Background: an optimization exercise with open tools, aiming at small area, a short achievable clock period and few clock cycles per item. Do not read the settings as production practice.
The RTL was checked by simulation tests, not by an equivalence proof against the original design.
Power is estimated from default activity; no workload was simulated.

==> flow/design.v, too long to show whole: its modules and the start of the top module <==
// module mulCore: 1483 lines
// module multiplierTop: 75 lines
module multiplierTop (
	input logic clk,
	input logic reset,
	input logic inValid,
	output logic inReady,
	input logic [35:0] inOperands,
	output logic outValid,
	input logic outReady,
	output logic [35:0] outProduct
);
  // ...
==> flow/run.sh <==
#!/bin/bash
# synth_recipe.tcl (not shown) runs the flow's synth.tcl, then flattens the netlist and writes it again
# the make line also repeats each setting of config.mk as NAME=value (left out here)
make -C /OpenROAD-flow-scripts/flow DESIGN_CONFIG=/design/flow/config.mk WORK_HOME=/design/flow/orfs CLKGATE_MAP_FILE= SYNTH_SCRIPT=/design/flow/synth_recipe.tcl finish
==> flow/config.mk <==
export PLATFORM = sky130hd
export DESIGN_NAME = multiplierTop
export DESIGN_NICKNAME = multiplierTop
export VERILOG_FILES = /design/flow/design.v
export SDC_FILE = /design/flow/constraint.sdc
export NUM_CORES = 4
export LEC_CHECK = 0
export CAP_MARGIN = 20
export CORE_MARGIN = 2
export CORE_UTILIZATION = 40
export SETUP_SLACK_MARGIN = 2.5
export SLEW_MARGIN = 20
==> flow/constraint.sdc <==
create_clock -name core_clock -period 5.0 [get_ports {clk}]
set_input_delay 1.0000 -clock core_clock [delete_from_list [all_inputs] [get_ports {clk}]]
set_output_delay 1.0000 -clock core_clock [all_outputs]
set_load 0.01 [all_outputs]
==> impl_summary.txt, run 1 <==
----------------------------------------------------
[GRT]
  Global routing usage on met3 ... 0.0452
  Number of global-route vias before repair ... 12.6k
  Number of antenna violations at the first check in global routing ... 0

[Yosys]
  Post-synthesis cell count ... roughly 1.6k
  EDFF count, synth ... ~360
  Post-synth top area share ... 0.517
  Synth Cell Area ... roughly 0.021 mm^2
  Sequential-to-total area share from yosys stat ... 0.558

[Power]
  Largest vdd supply drop ... 0.245 mV
  Flop pwr share ... 0.386
  Power in the clock group ... 3480 uW
  Static power due to leakage ... slightly above 0.01 uW
  Max power group ... sequential cells
  Fraction of power consumed by combinational cells ... 0.374
  Proportion of power drawn by the clock network ... 0.240

[Drt]
  Total number of vias ... 12.2k
  Average wire per standard cell ... between 15 and 20 um
  Number of antenna-violating nets in the routed design ... 0

[Setup path]
  Worst path depth ... 5
  Worst r2r src ... mulCore_inst.r2_711$_DFFE_PP_

[Placement]
  RD Place Congestion ... a little under 0.9

[Floorplanning]
  I/O pin count ... 78

[Outcome]
  Status ... no timing/DRC/antenna violations

[Clock tree]
  Number of levels the H-tree was split into ... 2
  Total setup buffers inserted after CTS ... around 80
  Hold buffers post-CTS ... 0

[Layout]
  Number of sequential cells ... about 400
  Most frequent cells in the layout ... 361 x edfxtp_1, 238 x inv_1, 158 x xnor2_1
  Register share of the cell area ... 0.460
  Proportion of cell area spent on the clock network ... 0.0618

[STA]
  Count of pins over their slew limit ... 0

----------------------------------------------------
Testbench counts, summed over its fixed seeds: cycles 32,048, items 32,000.
==> inputs of run 2 (changes only) <==
--- a/flow/config.mk
+++ b/flow/config.mk
@@ -8,5 +8,5 @@
 export CAP_MARGIN = 20
 export CORE_MARGIN = 2
 export CORE_UTILIZATION = 40
-export SETUP_SLACK_MARGIN = 2.5
+export SETUP_SLACK_MARGIN = 2.8
 export SLEW_MARGIN = 20
==> impl_summary.txt, run 2 <==
----------------------------------------------------
[Placement]
  Quantity of I/O buffers inserted on ports ... 77 (unchanged)
  Number of cells after detailed placement ... 2258 (was 2260)
  Final HPWL DP ... 27600 um (was 27800 um)
  RD Place Congestion ... 0.831 (was 0.885)

[Yosys]
  EDFF count, synth ... 361 (unchanged)
  Warnings from Yosys ... 3 (unchanged)
  Post-synthesis cell count ... 1588 (unchanged)
  Share of synthesized registers carrying an async set or reset ... 0 (unchanged)
  Most instantiated flip-flop cell in the synthesis netlist ... edfxtp_1 (unchanged)
  Nets in the synthesized netlist ... 1804 (unchanged)
  Synth cell count leaders ... 361 x edfxtp_1, 238 x inv_1, 158 x xnor2_1 (unchanged)
  Post-synth top area share ... 0.517 (unchanged)
  Post-Synthesis Mean Instance Area ... 13.2 um^2 (unchanged)
  Synthesis-stage register bit count ... 404 (unchanged)
  Synth Cell Area ... 0.0210 mm^2 (unchanged)
  Dominant cells by area after synthesis ... edfxtp_1 52%, fa_1 10%, xnor2_1 6.6%, a22oi_1 5.5%, inv_1 4.3% (unchanged)
  Most frequently used cell type in the post-synthesis netlist ... edfxtp_1 (unchanged)
  Number of distinct library cells after synthesis ... 50 (unchanged)
  Sequential-to-total area share from yosys stat ... 0.558 (unchanged)
  Dominant cell type by area after synthesis ... edfxtp_1 (unchanged)

[Clock tree]
  Root buffer cell ... clkbuf_16 (unchanged)
  Post-CTS clock slew at the launch and capture registers of the worst setup and hold paths ... 0.06 ns (about the same)
  Number of levels the H-tree was split into ... 2 (unchanged)
  Clock tree from TritonCTS ... yes (unchanged)
  Number of CTS-inserted buffers ... 43 (unchanged)
  Hold buffers post-CTS ... 0 (unchanged)
  Number of sinks on the clock net ... 404 (unchanged)
  Clock latency reported for the late side of the worst-skew pair ... 0.57 ns (about the same)
  Bufs on Longest Clock Path ... 3 (unchanged)

[Floorplanning]
  DIE AREA ... 0.0543 mm^2 (unchanged)
  Area of the core ... 0.0516 mm^2 (unchanged)
  I/O pin count ... 78 (unchanged)
  Die span in x ... 233 um (unchanged)
  Starting density of the core ... 0.406 (unchanged)
  Core Rows ... 83 (unchanged)
  Die span in y ... 233 um (unchanged)

[Run]
  Count of max-cap constraint violations ... 0 (unchanged)

[GRT]
  Total grt overflow ... 0 (unchanged)
  Number of global-route vias before repair ... 13.1k (was 12.6k)
  Global routing usage summed across all routing layers ... 0.176 (was 0.168)
  Global routing usage on met3 ... 0.0385 (was 0.0452)
  Met2 track demand over resource ... 0.286 (was 0.263)
  Layer with the highest usage after global routing ... met2 (unchanged)
  First-pass GRT wire length ... 72900 um (was 69900 um)
  Maximum number of pins on one net before global-route repair ... 71 (was 57)
  Number of antenna violations at the first check in global routing ... 0 (unchanged)
  GR Util met1 ... 0.227 (was 0.221)

[Setup path]
  CP arrival ... 2.69 ns (was 2.76 ns)
  Highest fanout seen on the critical path ... 4 (was 36)
  Startpoint type of the worst setup path ... register (was input port)
  Start-to-end type of the worst setup path ... register to register (was input port to register)
  Endpoint type of the worst setup path ... register (unchanged)
  Setup slack, reg-to-reg ... 2.63 ns (was 2.54 ns)
  Data required, critical path ... 5.32 ns (was 5.29 ns)

[Layout]
  Number of non-filler instances in the completed layout ... 2485 (was 2451)
  Signed area change from the synthesized netlist to the final layout ... 23.3% (was 21.2%)
  Area taken by flip-flops and latches ... 0.0117 mm^2 (about the same)
  # diodes ... 0 (unchanged)
  Share of cells above drive strength 1 ... 0.244 (was 0.158)
  Final #Nets ... 1991 (was 1952)
  Number of fill cells ... 4381 (was 4443)
  Register bank with the most flops ... prodReg (unchanged)
  Most frequent cells in the layout ... 361 x edfxtp_1, 231 x inv_1, 157 x xnor2_1 (was 361 x edfxtp_1, 238 x inv_1, 158 x xnor2_1)
  Total area of multi-input combinational cells ... 0.00883 mm^2 (was 0.00824 mm^2)
  Biggest regs ... prodReg (108), skidData (36), valid (6) (unchanged)
  Most common library cell in the layout ignoring fill and taps ... edfxtp_1 (unchanged)
  Flip-flop count of the largest register, all copies and words added ... 108 (unchanged)

[Power]
  Power density of the placed cells ... 569 mW/mm^2 (was 571 mW/mm^2)
  Static power due to leakage ... 0.0103 uW (was 0.0102 uW)
  Power consumption ... 14700 uW (was 14500 uW)
  Largest vdd supply drop ... 0.296 mV (was 0.245 mV)

[Drt]
  Violation count after the first detailed-route iteration ... 822 (was 853)
  Average wire per standard cell ... 18.9 um (was 18.2 um)
  Drt drc ... 0 (unchanged)
  Number of antenna-violating nets in the routed design ... 0 (unchanged)
  Total number of vias ... 12.5k (was 12.2k)
  Wire length reported by the detailed router ... 47100 um (was 44600 um)
  Detailed-router iteration count before antenna repair ... 5 (unchanged)
  Via-to-Cell Ratio ... 5.05 (was 4.98)

[STA]
  Endpoints failing setup ... 0 (unchanged)
  Count of pins over their slew limit ... 0 (unchanged)
  Max-slew headroom ... 0.662 (was 0.396)
  Post-layout min period ... 2.37 ns (was 2.47 ns)
  Unrepaired setup endpoints after global routing ... yes (unchanged)
  Worst Max-Slew Pin Slew ... 0.492 ns (was 0.905 ns)
  Highest clock frequency the design can meet ... 0.422 GHz (was 0.405 GHz)
  Setup TNS Final ... 0 ns (unchanged)
  Max Clock Skew ... 0.0197 ns (was 0.0122 ns)
  Fin crit share ... 0.474 (was 0.493)
  Number of hold violations in the final report ... 0 (unchanged)

[Hold path]
  Class of the worst hold path ... register to register (unchanged)

[Outcome]
  Status ... no timing/DRC/antenna violations (unchanged)

----------------------------------------------------
## run 2: per-stage QoR
step | setup slack, ns | hold slack (ns) | area, um^2 | utilization
after global placement | 1.59 | 0.404 | 22500 | 0.436
after global routing | 2.58 | 0.420 | 25900 | 0.501
after detailed placement | 1.56 | 0.405 | 22500 | 0.436
final | 2.63 | 0.416 | 25900 | 0.501
after floorplan | 1.48 | 0.400 | 21400 | -
after CTS | 2.62 | 0.416 | 25600 | 0.496
## run 2: path summary, 6_finish.rpt
check | end | start | cells after the start
setup reg to reg | prodReg[4][20]$_DFFE_PP_ | mulCore_inst.r2_680$_DFFE_PP_ | 9
setup / recovery | prodReg[4][20]$_DFFE_PP_ | mulCore_inst.r2_680$_DFFE_PP_ | 9
hold / removal | prodReg[5][19]$_DFFE_PP_ | prodReg[4][19]$_DFFE_PP_ | 0
hold reg to reg | prodReg[5][19]$_DFFE_PP_ | prodReg[4][19]$_DFFE_PP_ | 0
## run 2: cell families (layout without fill, tap and decap cells)
kind of cell               count (synthesis)  count (layout)  share of synthesized area
muxes                                     38              38                     0.0198
adders and majority gates                176             176                      0.144
xor gates and xnor gates                 208             208                     0.0868
buffers and inverters                    344             560                     0.0624
DFF                                      404             404                      0.558
and+or+nand+nor                          123             124                     0.0280
AOI/OAI and AO/OA                        295             295                      0.101
## run 2: critical path, stage by stage (launching register included)
cell,delay (ns)
edfxtp_1,0.45
ha_4,0.28
buf_6,0.12
a21o_1,0.21
o41ai_4,0.20
buf_4,0.20
a21oi_4,0.09
or3_4,0.36
a31oi_4,0.14
xnor2_1,0.07
## run 2: final cells by class
class | count | share of cell area
tap | 680 | 0.0329
clock inverter | 16 | 0.00489
inverter | 239 | 0.0347
multi-input combinational | 841 | 0.341
sequential | 404 | 0.453
timing repair buffer | 246 | 0.0876
clock buffer | 59 | 0.0459
## run 2: report_power, final
part           leakage [uW]  internal (uW)  switching [uW]
Sequential          0.00420           5270             368
Clock              0.000637           1720            1290
Combinational       0.00546           2760            3300
## run 2: routing by layer
layer  up-vias  part of all wire
li1       5859                 -
met1      6143              0.42
met2       421              0.47
met3       120             0.068
met4         0             0.042
met5         -                 0
## run 2: what timing repair did
item / in CTS / in global routing
endpoints found under the setup margin: 351 / 312
buffers inserted: 141 / 8
pin swaps: 48 / 40
gates cloned: 1 / 2
gates resized for setup: 189 / 95
==> inputs of run 3 (changes only) <==
--- a/flow/config.mk
+++ b/flow/config.mk
@@ -8,5 +8,7 @@
 export CAP_MARGIN = 20
 export CORE_MARGIN = 2
 export CORE_UTILIZATION = 40
+export CTS_BUF_LIST = sky130_fd_sc_hd__clkbuf_8
+export CTS_CLUSTER_SIZE = 30
 export SETUP_SLACK_MARGIN = 2.8
 export SLEW_MARGIN = 20
==> impl_summary.txt, run 3 <==
----------------------------------------------------
[Layout]
  Flip-flop count of the largest register, all copies and words added ... 108 (unchanged)
  Most common library cell in the layout ignoring fill and taps ... edfxtp_1 (unchanged)
  Register bank with the most flops ... prodReg (unchanged)
  Final instance area ... 0.0260 mm^2 (was 0.0259 mm^2)
  Final #Nets ... 2025 (was 1991)
  Total area of multi-input combinational cells ... 0.00884 mm^2 (was 0.00883 mm^2)
  # diodes ... 0 (unchanged)
  Most frequent cells in the layout ... 361 x edfxtp_1, 258 x inv_1, 157 x xnor2_1 (was 361 x edfxtp_1, 231 x inv_1, 157 x xnor2_1)
  Area taken by flip-flops and latches ... 0.0117 mm^2 (unchanged)
  Share of cells above drive strength 1 ... 0.261 (was 0.244)
  Number of fill cells ... 4401 (was 4381)
  Signed area change from the synthesized netlist to the final layout ... 23.9% (was 23.3%)
  Biggest regs ... prodReg (108), skidData (36), valid (6) (unchanged)

[Placement]
  Post-Place Setup Slack ... 1.56 ns (unchanged)
  Final HPWL DP ... 27600 um (unchanged)
  Quantity of I/O buffers inserted on ports ... 77 (unchanged)
  Post-detailed-placement cell area ... 0.0225 mm^2 (unchanged)
  RD Place Congestion ... 0.831 (unchanged)

[STA]
  Post-layout min period ... 2.33 ns (was 2.37 ns)
  Count of pins over their slew limit ... 0 (unchanged)
  Fin crit share ... 0.467 (was 0.474)
  Worst Hold Slack ... 0.409 ns (was 0.416 ns)
  Number of hold violations in the final report ... 0 (unchanged)
  Unrepaired setup endpoints after global routing ... yes (unchanged)
  Highest clock frequency the design can meet ... 0.428 GHz (was 0.422 GHz)
  Endpoints failing setup ... 0 (unchanged)
  Worst Max-Slew Pin Slew ... 0.491 ns (was 0.492 ns)
  Max-slew headroom ... 0.663 (was 0.662)
  Setup TNS Final ... 0 ns (unchanged)
  Setup slack after layout ... 2.67 ns (was 2.63 ns)
  Max Clock Skew ... 0.0353 ns (was 0.0197 ns)

[Drt]
  Via-to-Cell Ratio ... 5.01 (was 5.05)
  Violation count after the first detailed-route iteration ... 823 (was 822)
  Wire length reported by the detailed router ... 46700 um (was 47100 um)
  Number of antenna-violating nets in the routed design ... 0 (unchanged)
  Detailed-router iteration count before antenna repair ... 5 (unchanged)
  Total number of vias ... 12.8k (was 12.5k)
  Drt drc ... 0 (unchanged)
  Average wire per standard cell ... 18.4 um (was 18.9 um)

[Yosys]
  Most instantiated flip-flop cell in the synthesis netlist ... edfxtp_1 (unchanged)
  Warnings from Yosys ... 3 (unchanged)
  Post-synthesis cell count ... 1588 (unchanged)
  Synth cell count leaders ... 361 x edfxtp_1, 238 x inv_1, 158 x xnor2_1 (unchanged)
  Most frequently used cell type in the post-synthesis netlist ... edfxtp_1 (unchanged)
  Synth Cell Area ... 0.0210 mm^2 (unchanged)
  EDFF count, synth ... 361 (unchanged)
  Post-Synthesis Mean Instance Area ... 13.2 um^2 (unchanged)
  Dominant cell type by area after synthesis ... edfxtp_1 (unchanged)
  Number of distinct library cells after synthesis ... 50 (unchanged)
  Dominant cells by area after synthesis ... edfxtp_1 52%, fa_1 10%, xnor2_1 6.6%, a22oi_1 5.5%, inv_1 4.3% (unchanged)
  Share of synthesized registers carrying an async set or reset ... 0 (unchanged)
  Sequential-to-total area share from yosys stat ... 0.558 (unchanged)
  Nets in the synthesized netlist ... 1804 (unchanged)
  Post-synth top area share ... 0.517 (unchanged)
  Synthesis-stage register bit count ... 404 (unchanged)

[Power]
  Fraction of power consumed by combinational cells ... 0.414 (was 0.412)
  Largest vdd supply drop ... 0.230 mV (was 0.296 mV)
  Flop pwr share ... 0.381 (was 0.383)
  Net Switching ... 5030 uW (was 4960 uW)
  Int Power ... 9760 uW (was 9750 uW)
  Power density of the placed cells ... 569 mW/mm^2 (about the same)
  Static power due to leakage ... 0.0105 uW (was 0.0103 uW)
  Proportion of power drawn by the clock network ... 0.205 (about the same)
  Net switching share of the total power ... 0.340 (was 0.337)

[Floorplanning]
  Starting density of the core ... 0.406 (unchanged)
  I/O pin count ... 78 (unchanged)
  Die span in x ... 233 um (unchanged)
  Area of the core ... 0.0516 mm^2 (unchanged)
  Core Rows ... 83 (unchanged)
  Die span in y ... 233 um (unchanged)
  DIE AREA ... 0.0543 mm^2 (unchanged)

[Setup path]
  Endpoint type of the worst setup path ... register (unchanged)
  CP arrival ... 2.70 ns (was 2.69 ns)
  Data required, critical path ... 5.37 ns (was 5.32 ns)
  Worst r2r src ... mulCore_inst.r2_674$_DFFE_PP_ (was mulCore_inst.r2_680$_DFFE_PP_)
  Depth of the worst register-to-register path ... 10 (was 9)
  Cell at the slowest stage of the critical path ... edfxtp_1 (unchanged)
  Start-to-end type of the worst setup path ... register to register (unchanged)
  Crit path top cell by count ... buf_4
  Critical path cell sequence ... ha_4 > a211oi_4 > a22oi_2 > a31o_1 > a21oi_2 > buf_4 > buf_4 > buf_4 > buf_4 > xnor2_1 (was ha_4 > buf_6 > a21o_1 > o41ai_4 > buf_4 > a21oi_4 > or3_4 > a31oi_4 > xnor2_1)
  Cell family with the largest share of critical-path delay ... compound AO/OA/AOI/OAI gates (unchanged)
  Critical path launch point ... mulCore_inst.r2_674$_DFFE_PP_ (was mulCore_inst.r2_680$_DFFE_PP_)
  Highest fanout seen on the critical path ... 7 (was 4)
  Startpoint type of the worst setup path ... register (unchanged)
  Worst Path Buf+Inv ... 4 (was 2)
  Setup slack, reg-to-reg ... 2.67 ns (was 2.63 ns)
  R2r endpoint ... prodReg[4][15]$_DFFE_PP_ (was prodReg[4][20]$_DFFE_PP_)
  Delay contributed by the slowest stage of the critical path ... 0.43 ns (was 0.45 ns)

[GRT]
  Layer with the highest usage after global routing ... met2 (unchanged)
  Met2 track demand over resource ... 0.286 (about the same)
  First-pass GRT wire length ... 73900 um (was 72900 um)
  Total grt overflow ... 0 (unchanged)
  Global routing usage summed across all routing layers ... 0.178 (was 0.176)
  Number of global-route vias before repair ... 13.5k (was 13.1k)
  GR Util met1 ... 0.229 (was 0.227)
  Maximum number of pins on one net before global-route repair ... 71 (unchanged)
  Global routing usage on met3 ... 0.0363 (was 0.0385)
  Number of antenna violations at the first check in global routing ... 0 (unchanged)

[Clock tree]
  Root buffer cell ... clkbuf_8 (was clkbuf_16)
  Clock tree from TritonCTS ... yes (unchanged)
  Clock latency reported for the late side of the worst-skew pair ... 0.64 ns (was 0.57 ns)
  Number of sinks on the clock net ... 404 (unchanged)
  Hold buffers post-CTS ... 0 (unchanged)
  Bufs on Longest Clock Path ... 3 (unchanged)
  Post-CTS clock slew at the launch and capture registers of the worst setup and hold paths ... 0.06 ns (about the same)
  Number of levels the H-tree was split into ... 3 (was 2)
  Number of CTS-inserted buffers ... 70 (was 43)

[Run]
  Count of max-cap constraint violations ... 0 (unchanged)

[Hold path]
  Hold endpoint ... prodReg[6][11]$_DFFE_PP_ (was prodReg[5][19]$_DFFE_PP_)
  Hold-critical path depth ... 0 (unchanged)
  Class of the worst hold path ... register to register (unchanged)
  Origin of the worst min-delay path ... prodReg[5][11]$_DFFE_PP_ (was prodReg[4][19]$_DFFE_PP_)

[Outcome]
  Status ... no timing/DRC/antenna violations (unchanged)

----------------------------------------------------
## run 3: changes by cell type in the layout (fill, tap and decap cells not counted), moves of 4 or more
cell and change:
clkinv_1 +6, buf_2 +20, clkdlybuf4s15_1 -4, clkbuf_8 +73, clkbuf_2 -15, clkbuf_16 -45
bufinv_16 +4, clkbuf_1 -12, inv_1 +27, buf_4 +8
## run 3: metal layers
metal  share of wire  wire length (um)
met1            0.43             20100
met2            0.47             21800
met3           0.067              3130
met4           0.036              1700
met5               0                 0
## run 3: how the worst max path moves through the flow
stage                                         end  slack (ns)  cells after the start
CTS                      prodReg[4][32]$_DFFE_PP_        2.67                      8
finish                   prodReg[4][15]$_DFFE_PP_        2.67                     10
global route             prodReg[4][32]$_DFFE_PP_        2.62                      8
global placement    mulCore_inst.r2_728$_DFFE_PP_        1.59                      5
floorplan            mulCore_inst.r0_19$_DFFE_PN_        1.48                      4
detailed placement  mulCore_inst.r2_727$_DFFE_PP_        1.56                      5
## run 3: repair_timing
item	in CTS	in global routing
setup buffers	140	18
gates resized for setup	233	80
pin swaps	50	54
endpoints found under the hold margin	0	0
gates cloned	1	0
endpoints found under the setup margin	350	150
## run 3: final cells by class
| type | count | share of cell area |
|---|---|---|
| clock inverter | 52 | 0.0144 |
| tap | 680 | 0.0327 |
| inverter | 239 | 0.0345 |
| timing repair buffer | 254 | 0.0877 |
| sequential | 404 | 0.450 |
| multi-input combinational | 840 | 0.340 |
| clock buffer | 76 | 0.0402 |
## run 3: worst register-to-register path, stage by stage (launching register included)
cell and delay (ns):
edfxtp_1 0.43, ha_4 0.36, a211oi_4 0.07, a22oi_2 0.28, a31o_1 0.25, a21oi_2 0.09
buf_4 0.14, buf_4 0.12, buf_4 0.12, buf_4 0.12, xnor2_1 0.11
## run 3: power by group through the flow
stage	Combinational (uW)	Clock (uW)	Sequential, uW
floorplan	3630	0	5610
global placement	4890	0	5760
detailed placement	5020	0	5780
CTS	5580	3140	5610
global route	6860	3280	5740
finish	6120	3040	5630
## run 3: kinds of logic (layout without fill, tap and decap cells)
kind of cell    Yosys count  in the layout  share of synthesized area
compound gates          295            295                      0.101
xor+xnor                208            208                     0.0868
fa+ha+maj               176            176                      0.144
buf+inv                 344            621                     0.0624
flops                   404            404                      0.558
mux                      38             38                     0.0198
simple gates            123            123                     0.0280
## run 3: through the flow
stage          total power [uW]  utilization  cells
5_1_grt                   15900        0.504   2545
4_1_cts                   14300        0.494   2527
2_1_floorplan              9240            -   1588
3_3_place_gp              10700        0.436   2258
6_report                  14800        0.504   2545
3_5_place_dp              10800        0.436   2258

## re-timing with driven ports
The flow's constraints put no driver on any port. The routed layouts listed below were extracted and timed again, unchanged, in two steps.
Step 1, drivers: a clkbuf_16 drives clk and a buf_2 each remaining input, both assumed.
Step 2, shift: input delay + t, output delay - t, t = (earliest + latest rising clock arrival at the registers) / 2. This alone moves slack from input paths to output paths.
Slacks: ideal / step 1 / step 2; pairs: ideal / step 1.
| run | t, ns | setup WS [ns] | hold WS [ns] | latest minus earliest clock arrival (ns) | worst register clock-pin slew, ns |
|---|---|---|---|---|---|
| run 1 | 0.623 | 2.534 / 2.517 / 1.934 | 0.416 / 0.416 / 0.416 | 0.014 / 0.013 | 0.06 / 0.06 |
| run 2 | 0.617 | 2.628 / 2.628 / 2.231 | 0.416 / 0.416 / 0.416 | 0.021 / 0.021 | 0.06 / 0.06 |
| run 3 | 0.667 | 2.666 / 2.666 / 2.232 | 0.409 / 0.409 / 0.409 | 0.036 / 0.035 | 0.07 / 0.07 |
After both steps every run listed still meets setup and hold. For run 1, which loses most, drivers alone change the setup slack by -0.017 ns; drivers and shift together by -0.600 ns.
